This design comes from an exercise in tuning for small area and a short achievable clock period on the open sky130 flow, not from production work. The RTL was checked by simulation tests, not by an equivalence proof against the original design.

--- flow/run.sh ---
#!/bin/bash
# synth_recipe.tcl (not shown) runs the flow's synth.tcl, then flattens the netlist and writes it again
# the make line also repeats each setting of config.mk as NAME=value (left out here)
make -C /OpenROAD-flow-scripts/flow DESIGN_CONFIG=/design/flow/config.mk WORK_HOME=/design/flow/orfs CLKGATE_MAP_FILE= SYNTH_SCRIPT=/design/flow/synth_recipe.tcl finish
--- flow/config.mk ---
export PLATFORM = sky130hd
export DESIGN_NAME = fft16
export DESIGN_NICKNAME = fft16
export VERILOG_FILES = /design/flow/design.v
export SDC_FILE = /design/flow/constraint.sdc
export NUM_CORES = 4
export LEC_CHECK = 0
export CAP_MARGIN = 20
export CORE_MARGIN = 2
export CORE_UTILIZATION = 40
export SLEW_MARGIN = 20
--- flow/constraint.sdc ---
create_clock -name core_clock -period 11.0 [get_ports {clk}]
set_input_delay 2.2000 -clock core_clock [delete_from_list [all_inputs] [get_ports {clk}]]
set_output_delay 2.2000 -clock core_clock [all_outputs]
set_load 0.01 [all_outputs]
--- flow/design.v ---
package fft_pkg;
	localparam int FFT_POINTS = 16;
	localparam int FFT_STAGES = 4;
	localparam int SAMPLE_W = 20;
	localparam int TWIDDLE_W = 18;
	localparam int TWIDDLE_FRAC = 16;  
	typedef logic signed [SAMPLE_W-1:0] sample_t;
	typedef logic signed [TWIDDLE_W-1:0] twiddle_t;
	typedef logic [3:0] index_t;
	typedef enum logic [1:0]
	{
		stage_idle,
		stage_busy,
		stage_flush
	} stage_state_t;
	function automatic twiddle_t twiddle_cos(input logic [2:0] k);
		case (k)
			3'd0: twiddle_cos = 18'sd65536;
			3'd1: twiddle_cos = 18'sd60547;
			3'd2: twiddle_cos = 18'sd46341;
			3'd3: twiddle_cos = 18'sd25080;
			3'd4: twiddle_cos = 18'sd0;
			3'd5: twiddle_cos = -18'sd25080;
			3'd6: twiddle_cos = -18'sd46341;
			default: twiddle_cos = -18'sd60547;
		endcase
	endfunction
	function automatic twiddle_t twiddle_sin(input logic [2:0] k);  
		case (k)
			3'd0: twiddle_sin = 18'sd0;
			3'd1: twiddle_sin = -18'sd25080;
			3'd2: twiddle_sin = -18'sd46341;
			3'd3: twiddle_sin = -18'sd60547;
			3'd4: twiddle_sin = -18'sd65536;
			3'd5: twiddle_sin = -18'sd60547;
			3'd6: twiddle_sin = -18'sd46341;
			default: twiddle_sin = -18'sd25080;
		endcase
	endfunction
endpackage
`timescale 1ns/1ps
module frame_bank (
	input logic clk,
	input logic reset,
	input logic wr_en,
	input fft_pkg::index_t wr_addr_a,
	input fft_pkg::index_t wr_addr_b,
	input fft_pkg::sample_t wr_real_a,
	input fft_pkg::sample_t wr_imag_a,
	input fft_pkg::sample_t wr_real_b,
	input fft_pkg::sample_t wr_imag_b,
	input logic wr_done,
	input fft_pkg::index_t rd_addr_a,
	input fft_pkg::index_t rd_addr_b,
	input logic rd_release,
	output fft_pkg::sample_t rd_real_a,
	output fft_pkg::sample_t rd_imag_a,
	output fft_pkg::sample_t rd_real_b,
	output fft_pkg::sample_t rd_imag_b,
	output logic frame_ready,
	output logic wr_bank_full
);
	fft_pkg::sample_t bank_real [0:1][0:fft_pkg::FFT_POINTS-1];
	fft_pkg::sample_t bank_imag [0:1][0:fft_pkg::FFT_POINTS-1];
	logic wr_bank, rd_bank;
	logic [1:0] full;
	assign frame_ready = full[rd_bank];
	assign wr_bank_full = full[wr_bank];
	always_ff @(posedge clk)
	begin
		if (wr_en)
		begin
			bank_real[wr_bank][wr_addr_b] <= wr_real_b;
			bank_imag[wr_bank][wr_addr_b] <= wr_imag_b;
			bank_real[wr_bank][wr_addr_a] <= wr_real_a;  
			bank_imag[wr_bank][wr_addr_a] <= wr_imag_a;
		end
		rd_real_a <= bank_real[rd_bank][rd_addr_a];
		rd_imag_a <= bank_imag[rd_bank][rd_addr_a];
		rd_real_b <= bank_real[rd_bank][rd_addr_b];
		rd_imag_b <= bank_imag[rd_bank][rd_addr_b];
	end
	always_ff @(posedge clk or posedge reset)
	begin
		if (reset)
		begin
			wr_bank <= 1'b0;
			rd_bank <= 1'b0;
			full <= '0;
		end
		else
		begin
			if (wr_done)
			begin
				full[wr_bank] <= 1'b1;
				wr_bank <= ~wr_bank;
			end
			if (rd_release)
			begin
				full[rd_bank] <= 1'b0;
				rd_bank <= ~rd_bank;
			end
		end
	end
endmodule
`timescale 1ns/1ps
module butterfly (
	input logic clk,
	input logic in_valid,
	input fft_pkg::sample_t a_real,
	input fft_pkg::sample_t a_imag,
	input fft_pkg::sample_t b_real,
	input fft_pkg::sample_t b_imag,
	input fft_pkg::twiddle_t w_cos,
	input fft_pkg::twiddle_t w_sin,
	output fft_pkg::sample_t sum_real,
	output fft_pkg::sample_t sum_imag,
	output fft_pkg::sample_t diff_real,
	output fft_pkg::sample_t diff_imag,
	output logic out_valid
);
	logic signed [fft_pkg::SAMPLE_W+fft_pkg::TWIDDLE_W:0] prod_real, prod_imag;
	logic signed [fft_pkg::SAMPLE_W+1:0] t_real, t_imag;
	logic signed [fft_pkg::SAMPLE_W+2:0] sum_r, sum_i, diff_r, diff_i;
	fft_pkg::sample_t a_real_d, a_imag_d;
	logic mul_valid;
	always_comb
	begin
		prod_real = b_real * w_cos - b_imag * w_sin;
		prod_imag = b_real * w_sin + b_imag * w_cos;
		sum_r = a_real_d + t_real;
		sum_i = a_imag_d + t_imag;
		diff_r = a_real_d - t_real;
		diff_i = a_imag_d - t_imag;
	end
	always_ff @(posedge clk)
	begin
		mul_valid <= in_valid;
		a_real_d <= a_real;
		a_imag_d <= a_imag;
		t_real <= prod_real[fft_pkg::TWIDDLE_FRAC +: fft_pkg::SAMPLE_W+2];  
		t_imag <= prod_imag[fft_pkg::TWIDDLE_FRAC +: fft_pkg::SAMPLE_W+2];
		out_valid <= mul_valid;
		sum_real <= sum_r[fft_pkg::SAMPLE_W:1];  
		sum_imag <= sum_i[fft_pkg::SAMPLE_W:1];
		diff_real <= diff_r[fft_pkg::SAMPLE_W:1];
		diff_imag <= diff_i[fft_pkg::SAMPLE_W:1];
	end
endmodule
`timescale 1ns/1ps
module fft_stage #(
	parameter int STAGE_INDEX = 0
)
(
	input logic clk,
	input logic reset,
	input logic up_ready,
	input fft_pkg::sample_t up_real_a,
	input fft_pkg::sample_t up_imag_a,
	input fft_pkg::sample_t up_real_b,
	input fft_pkg::sample_t up_imag_b,
	output fft_pkg::index_t up_addr_a,
	output fft_pkg::index_t up_addr_b,
	output logic up_release,
	input fft_pkg::index_t rd_addr_a,
	input fft_pkg::index_t rd_addr_b,
	input logic rd_release,
	output fft_pkg::sample_t rd_real_a,
	output fft_pkg::sample_t rd_imag_a,
	output fft_pkg::sample_t rd_real_b,
	output fft_pkg::sample_t rd_imag_b,
	output logic frame_ready
);
	fft_pkg::stage_state_t state;
	logic [2:0] bf_count;
	logic [2:0] tw_idx;
	logic [2:0] last_pipe;
	logic start, issue, wr_bank_full, wr_done;
	logic bf_valid, bf_out_valid;
	fft_pkg::index_t pos;
	fft_pkg::index_t addr_a_pipe [0:2];
	fft_pkg::index_t addr_b_pipe [0:2];
	fft_pkg::twiddle_t w_cos, w_sin;
	fft_pkg::sample_t sum_real, sum_imag, diff_real, diff_imag;
	assign start = (state == fft_pkg::stage_idle) && up_ready && !wr_bank_full;
	assign issue = start || (state == fft_pkg::stage_busy);
	assign wr_done = bf_out_valid && last_pipe[2];
	assign up_release = wr_done;
	always_comb
	begin
		pos = {1'b0, bf_count} & fft_pkg::index_t'((1 << STAGE_INDEX) - 1);
		up_addr_a = fft_pkg::index_t'(({1'b0, bf_count} >> STAGE_INDEX) << (STAGE_INDEX + 1)) | pos;
		up_addr_b = up_addr_a | fft_pkg::index_t'(1 << STAGE_INDEX);
		tw_idx = 3'(pos << (fft_pkg::FFT_STAGES - 1 - STAGE_INDEX));
	end
	always_ff @(posedge clk or posedge reset)
	begin
		if (reset)
		begin
			state <= fft_pkg::stage_idle;
			bf_count <= '0;
			bf_valid <= 1'b0;
			last_pipe <= '0;
		end
		else
		begin
			bf_valid <= issue;
			last_pipe <= {last_pipe[1:0], issue && (bf_count == 3'd7)};
			if (issue)
				bf_count <= bf_count + 3'd1;
			case (state)
				fft_pkg::stage_idle:
					if (start)
						state <= fft_pkg::stage_busy;
				fft_pkg::stage_busy:
					if (bf_count == 3'd7)
						state <= fft_pkg::stage_flush;
				fft_pkg::stage_flush:
					if (wr_done)
						state <= fft_pkg::stage_idle;
				default:
					state <= fft_pkg::stage_idle;
			endcase
		end
	end
	always_ff @(posedge clk)
	begin
		w_cos <= fft_pkg::twiddle_cos(tw_idx);
		w_sin <= fft_pkg::twiddle_sin(tw_idx);
		addr_a_pipe[0] <= up_addr_a;
		addr_b_pipe[0] <= up_addr_b;
		for (int i = 1; i < 3; i++)
		begin
			addr_a_pipe[i] <= addr_a_pipe[i-1];
			addr_b_pipe[i] <= addr_b_pipe[i-1];
		end
	end
	butterfly u_butterfly (
		.clk(clk),
		.in_valid(bf_valid),
		.a_real(up_real_a),
		.a_imag(up_imag_a),
		.b_real(up_real_b),
		.b_imag(up_imag_b),
		.w_cos(w_cos),
		.w_sin(w_sin),
		.sum_real(sum_real),
		.sum_imag(sum_imag),
		.diff_real(diff_real),
		.diff_imag(diff_imag),
		.out_valid(bf_out_valid)
	);
	frame_bank u_bank (
		.clk(clk),
		.reset(reset),
		.wr_en(bf_out_valid),
		.wr_addr_a(addr_a_pipe[2]),
		.wr_addr_b(addr_b_pipe[2]),
		.wr_real_a(sum_real),
		.wr_imag_a(sum_imag),
		.wr_real_b(diff_real),
		.wr_imag_b(diff_imag),
		.wr_done(wr_done),
		.rd_addr_a(rd_addr_a),
		.rd_addr_b(rd_addr_b),
		.rd_release(rd_release),
		.rd_real_a(rd_real_a),
		.rd_imag_a(rd_imag_a),
		.rd_real_b(rd_real_b),
		.rd_imag_b(rd_imag_b),
		.frame_ready(frame_ready),
		.wr_bank_full(wr_bank_full)
	);
endmodule
`timescale 1ns/1ps
module sample_loader (
	input logic clk,
	input logic reset,
	input fft_pkg::sample_t realin,
	input fft_pkg::sample_t imagin,
	input logic startin,
	input fft_pkg::index_t rd_addr_a,
	input fft_pkg::index_t rd_addr_b,
	input logic rd_release,
	output fft_pkg::sample_t rd_real_a,
	output fft_pkg::sample_t rd_imag_a,
	output fft_pkg::sample_t rd_real_b,
	output fft_pkg::sample_t rd_imag_b,
	output logic frame_ready
);
	fft_pkg::index_t count, wr_addr;
	logic capture, wr_done, wr_bank_full;
	assign capture = (count != '0) || (startin && !wr_bank_full);
	assign wr_done = capture && (count == 4'd15);
	assign wr_addr = {count[0], count[1], count[2], count[3]};  
	always_ff @(posedge clk or posedge reset)
	begin
		if (reset)
			count <= '0;
		else if (capture)
			count <= count + 4'd1;
	end
	frame_bank u_bank (
		.clk(clk),
		.reset(reset),
		.wr_en(capture),
		.wr_addr_a(wr_addr),
		.wr_addr_b(wr_addr),  
		.wr_real_a(realin),
		.wr_imag_a(imagin),
		.wr_real_b(realin),
		.wr_imag_b(imagin),
		.wr_done(wr_done),
		.rd_addr_a(rd_addr_a),
		.rd_addr_b(rd_addr_b),
		.rd_release(rd_release),
		.rd_real_a(rd_real_a),
		.rd_imag_a(rd_imag_a),
		.rd_real_b(rd_real_b),
		.rd_imag_b(rd_imag_b),
		.frame_ready(frame_ready),
		.wr_bank_full(wr_bank_full)
	);
endmodule
`timescale 1ns/1ps
module spectrum_unloader (
	input logic clk,
	input logic reset,
	input logic up_ready,
	input fft_pkg::sample_t up_real_a,
	input fft_pkg::sample_t up_imag_a,
	output fft_pkg::index_t up_addr_a,
	output logic up_release,
	output fft_pkg::sample_t realout,
	output fft_pkg::sample_t imagout,
	output logic startout
);
	fft_pkg::index_t bin;
	logic reading;
	logic out_valid;
	assign reading = (bin != '0) || up_ready;
	assign up_addr_a = bin;
	assign up_release = reading && (bin == 4'd15);
	always_ff @(posedge clk or posedge reset)
	begin
		if (reset)
		begin
			bin <= '0;
			out_valid <= 1'b0;
			startout <= 1'b0;
		end
		else
		begin
			if (reading)
				bin <= bin + 4'd1;
			out_valid <= reading;
			startout <= reading && (bin == '0);  
		end
	end
	assign realout = out_valid ? up_real_a : '0;
	assign imagout = out_valid ? up_imag_a : '0;
endmodule
`timescale 1ns/1ps
module fft16 (
	input logic clk,
	input logic reset,
	input fft_pkg::sample_t realin,
	input fft_pkg::sample_t imagin,
	input logic startin,
	output fft_pkg::sample_t realout,
	output fft_pkg::sample_t imagout,
	output logic startout
);
	fft_pkg::sample_t link_real_a [0:fft_pkg::FFT_STAGES];
	fft_pkg::sample_t link_imag_a [0:fft_pkg::FFT_STAGES];
	fft_pkg::sample_t link_real_b [0:fft_pkg::FFT_STAGES];
	fft_pkg::sample_t link_imag_b [0:fft_pkg::FFT_STAGES];
	fft_pkg::index_t link_addr_a [0:fft_pkg::FFT_STAGES];
	fft_pkg::index_t link_addr_b [0:fft_pkg::FFT_STAGES];
	logic link_ready [0:fft_pkg::FFT_STAGES];
	logic link_release [0:fft_pkg::FFT_STAGES];
	assign link_addr_b[fft_pkg::FFT_STAGES] = '0;  
	sample_loader u_loader (
		.clk(clk),
		.reset(reset),
		.realin(realin),
		.imagin(imagin),
		.startin(startin),
		.rd_addr_a(link_addr_a[0]),
		.rd_addr_b(link_addr_b[0]),
		.rd_release(link_release[0]),
		.rd_real_a(link_real_a[0]),
		.rd_imag_a(link_imag_a[0]),
		.rd_real_b(link_real_b[0]),
		.rd_imag_b(link_imag_b[0]),
		.frame_ready(link_ready[0])
	);
	genvar s;
	generate
		for (s = 0; s < fft_pkg::FFT_STAGES; s++)
		begin : g_stage
			fft_stage #(
				.STAGE_INDEX(s)
			) u_stage (
				.clk(clk),
				.reset(reset),
				.up_ready(link_ready[s]),
				.up_real_a(link_real_a[s]),
				.up_imag_a(link_imag_a[s]),
				.up_real_b(link_real_b[s]),
				.up_imag_b(link_imag_b[s]),
				.up_addr_a(link_addr_a[s]),
				.up_addr_b(link_addr_b[s]),
				.up_release(link_release[s]),
				.rd_addr_a(link_addr_a[s+1]),
				.rd_addr_b(link_addr_b[s+1]),
				.rd_release(link_release[s+1]),
				.rd_real_a(link_real_a[s+1]),
				.rd_imag_a(link_imag_a[s+1]),
				.rd_real_b(link_real_b[s+1]),
				.rd_imag_b(link_imag_b[s+1]),
				.frame_ready(link_ready[s+1])
			);
		end
	endgenerate
	spectrum_unloader u_unloader (
		.clk(clk),
		.reset(reset),
		.up_ready(link_ready[fft_pkg::FFT_STAGES]),
		.up_real_a(link_real_a[fft_pkg::FFT_STAGES]),
		.up_imag_a(link_imag_a[fft_pkg::FFT_STAGES]),
		.up_addr_a(link_addr_a[fft_pkg::FFT_STAGES]),
		.up_release(link_release[fft_pkg::FFT_STAGES]),
		.realout(realout),
		.imagout(imagout),
		.startout(startout)
	);
endmodule
==> results.py <==
metrics = {
    "run_status": {
        "outcome": "timing/DRC/antenna clean",
    },
    "cells_and_area": {
        "drive_above_1_share_pct": 14.9,
        "fin_nets": 27887,
        "final_area_mm2": 0.421,
        "syn2layout_area_growth_pct": 11.4,
        "fillers": 82158,
    },
    "worst_hold_path": {
        "holdCritPathClass": "reg -> reg",
    },
    "clock_tree": {
        "clk_path_buf_depth": 5,
        "cts_made_buffers": 782,
        "clock-sinks": 7548,
        "cts_hold_buf": 0,
        "cts_root_buf": "clkbuf_16",
        "cts_resized": 0,
        "insertion_delay_ps": 1180,
        "cts_tree": "done",
        "clk_pin_slew_worst_paths_ps": 60,
        "cts_htree_levels": 6,
        "cts_setup_buffers": 0,
    },
    "placement": {
        "post-dp-hpwl_mm": 641,
        "preCtsSetupSlack_ps": 1990,
        "routabilityCongestion": 0.884,
        "io_buffers": 83,
        "postPlaceCellArea_mm2": 0.395,
    },
    "synth": {
        "synth_adder_area_share_pct": 19.8,
        "async_flop_share_pct": 0.874,
        "syn-cell-area_mm2": 0.378,
        "synthTopCellsByCount": "edfxtp_1 (6400), inv_1 (3929), fa_1 (2900)",
        "muxShareOfSynthArea_pct": 11.5,
        "synth_seq_cells": 7548,
        "synth_area_leaders": "edfxtp_1 (51%), fa_1 (15%), mux4_2 (10%)",
        "syn_nets": 27542,
        "synth_area_leader_cell": "edfxtp_1",
        "synthFlopType": "edfxtp_1",
        "yosys.area_share.simple_pct": 3.47,
        "synth_edf_count": 6400,
        "synth_top_family_by_area": "adder cells",
        "synth_xor_area_share_pct": 1.29,
        "synth_compound_area_share_pct": 2.15,
        "ys_seq_area_share_pct": 57.0,
        "netlist.area_leader.share_pct": 50.8,
        "ys.warnings.count": 34,
        "synth_cell_types": 89,
        "synthCells": 23241,
        "synth_most_common_cell": "edfxtp_1",
        "postSynthAreaPerCell_um2": 16.3,
    },
    "worst_setup_path": {
        "worst-endpoint-required_ps": 11940,
        "worstPathArrival_ps": 9750,
        "path_max_fanout": 22,
        "critPathTopFamily": "adder cells",
        "endpoint_kind": "register",
        "cpMaxStageDelayCell": "dfxtp_2",
        "path_class": "reg -> reg",
        "path_common_cell": "fa_1",
        "startpoint_type": "register",
        "crit_buf_inv": 6,
        "slowest_delay_ps": 820,
    },
    "global_routing": {
        "overflow": 0,
        "grt_pass1_vias": 205883,
        "grt_pass1_wl_mm": 1410,
        "grt_antenna_before_repair": 77,
        "grt_usage_pct": 20.1,
        "grt_max_degree": 134,
    },
    "timing": {
        "hold_ws_ps": 269,
        "finClkSkew_ps": 149,
        "fmax_ghz": 0.114,
        "slew_viol_final": 0,
        "worst_slack_ps": 2190,
        "slew_headroom_pct": 15.9,
        "final-setup-viol-count": 0,
        "hold_violations": 0,
        "rsz0062_at_grt": "no",
        "tns_ps": 0,
        "period_share_pct": 80.1,
        "min_period_ps": 8810,
        "worst_pin_slew_ps": 1250,
    },
    "floorplanning": {
        "core_mm2": 0.944,
        "io_pins": 84,
        "fp-row-count": 357,
        "die_h_um": 976,
        "start_util_pct": 40.1,
        "die_w_um": 976,
        "dieArea_mm2": 0.954,
    },
    "route": {
        "drt-initial-drc-count": 15714,
        "ant_nets": 0,
        "detail_route.vias_per_cell": 5.17,
        "vias": 191814,
        "wl_per_cell_um": 25.8,
        "wirelength_mm": 957,
        "post-route-drc-count": 0,
        "drt_pass1_iterations": 6,
    },
    "run": {
        "cap_violations": 0,
    },
}
-- registers in the layout, summed over array words and instances, names as in the netlist, 21 cells and up --
name                                   cells
g_stage.u_stage.u_bank.bank_imag        2560
g_stage.u_stage.u_bank.bank_real        2560
u_loader.u_bank.bank_imag                640
u_loader.u_bank.bank_real                640
g_stage.u_stage.u_butterfly.t_imag        83
g_stage.u_stage.u_butterfly.t_real        83
g_stage.u_stage.u_bank.rd_imag_a          80
g_stage.u_stage.u_bank.rd_real_a          80
g_stage.u_stage.u_butterfly.a_imag_d      80
g_stage.u_stage.u_butterfly.a_real_d      80
g_stage.u_stage.u_butterfly.diff_imag     80
g_stage.u_stage.u_butterfly.diff_real     80
g_stage.u_stage.u_butterfly.sum_imag      80
g_stage.u_stage.u_butterfly.sum_real      80
g_stage.u_stage.u_bank.rd_imag_b          60
g_stage.u_stage.u_bank.rd_real_b          60
g_stage.u_stage.addr_a_pipe               21
-- final timing paths --
kind / start / endpoint / slack (ps) / cells past startpoint
min in group asynchronous: reset / u_unloader.bin[3] / 1530 / 2
setup / recovery: g_stage[3].u_stage.w_sin[6] / g_stage[3].u_stage.u_butterfly.t_imag[20] / 2190 / 26
setup reg to reg: g_stage[3].u_stage.w_sin[6] / g_stage[3].u_stage.u_butterfly.t_imag[20] / 2190 / 26
hold reg to reg: g_stage[0].u_stage.u_bank.rd_real_a[0] / g_stage[1].u_stage.u_butterfly.a_real_d[0] / 270 / 0
max in group asynchronous: reset / g_stage[1].u_stage.bf_count[0] / 7920 / 3
hold / removal: g_stage[0].u_stage.u_bank.rd_real_a[0] / g_stage[1].u_stage.u_butterfly.a_real_d[0] / 270 / 0
-- logic make-up (layout without fill, tap and decap cells) --
| group | Yosys count | count (layout) |
|---|---|---|
| AO/OA/AOI/OAI | 1254 | 1254 |
| buffers and inverters | 4807 | 5784 |
| AND/OR/NAND/NOR | 2681 | 2681 |
| multiplexers | 2137 | 2137 |
| flip-flops | 7548 | 7548 |
| other | 0 | 316 |
| XOR/XNOR | 556 | 556 |
| adder cells (fa/ha/maj) | 4258 | 4258 |
-- layer usage --
layer / up-vias / routed length, um / GRT usage, %
met4: 18 / 35800 / 6.91
met3: 1220 / 45100 / 2.50
met1: 102975 / 386000 / 26.0
li1: 82590 / - / -
met5: - / 142 / 0
met2: 5011 / 490000 / 35.3
-- per-stage QoR --
stage	std cells	util [%]
3_5_place_dp	35364	41.9
5_1_grt	37068	44.6
3_3_place_gp	35363	41.9
2_1_floorplan	23241	-
6_report	37099	44.7
4_1_cts	36780	44.6
-- final cells by class --
class	instances	area [um2]	share of cell area, %
Antenna cell	316	791	0.188
Clock buffer	1082	22000	5.22
Clock inverter	334	3440	0.817
Inverter	3931	14800	3.50
Multi-Input combinational cell	10886	145000	34.5
Sequential cell	7548	216000	51.2
Tap cell	12565	15700	3.73
Timing Repair Buffer	437	3680	0.874
-- worst register-to-register path, stage by stage (launching register included) --
cell     delay (ps)
dfxtp_2         820
buf_4           380
nand2_1         200
inv_1           220
fa_1            500
inv_1           220
fa_1            480
fa_1            530
fa_1            540
inv_1            50
fa_1            470
fa_1            500
fa_1            490
inv_1            50
fa_1            470
inv_1            40
ha_1            300
a21o_1          190
a21oi_1         120
o21ai_0         110
or3_1           390
nor4b_2         460
nor3_1          250
nor3_2          340
nor3_1          140
o41ai_2         320
xnor2_1         110
-- cell usage in the layout, fill, tap and decap left out, types with 249 or more instances in the layout --
master     count
edfxtp_1    6400
inv_1       3927
fa_1        2900
mux4_2      1760
ha_1        1358
dfxtp_1     1066
nand2_1      973
clkbuf_16    802
and2_1       654
xnor2_1      429
a21oi_1      364
nor2_1       359
buf_4        333
diode_2      316
o21ai_0      291
mux2i_1      249

static timing again, ports no longer ideal:
The flow's constraints put no driver on any port. The routed layout listed below was extracted and timed again, unchanged, in two steps.
Step 1: set_driving_cell puts a clkbuf_16 on clk and a buf_2 on each other input, an assumption about the parent block.
Step 2 also shifts input and output timing later by t, the mid clock arrival at the registers, as if the neighbouring blocks saw the same clock.
Slacks: no drivers / after step 1 / after step 2; pairs: no drivers / after step 1.
t (ns): 1.222
setup WS [ns]: 2.190 / 2.190 / 2.190
latest minus earliest clock arrival (ns): 0.181 / 0.182
worst data-port slew with drivers (ns): 0.19
cell pins on the clock port's net: 1
After both steps this run still meets setup and hold. For this run, drivers alone change the setup slack by 0.000 ns; drivers and shift together by 0.000 ns.
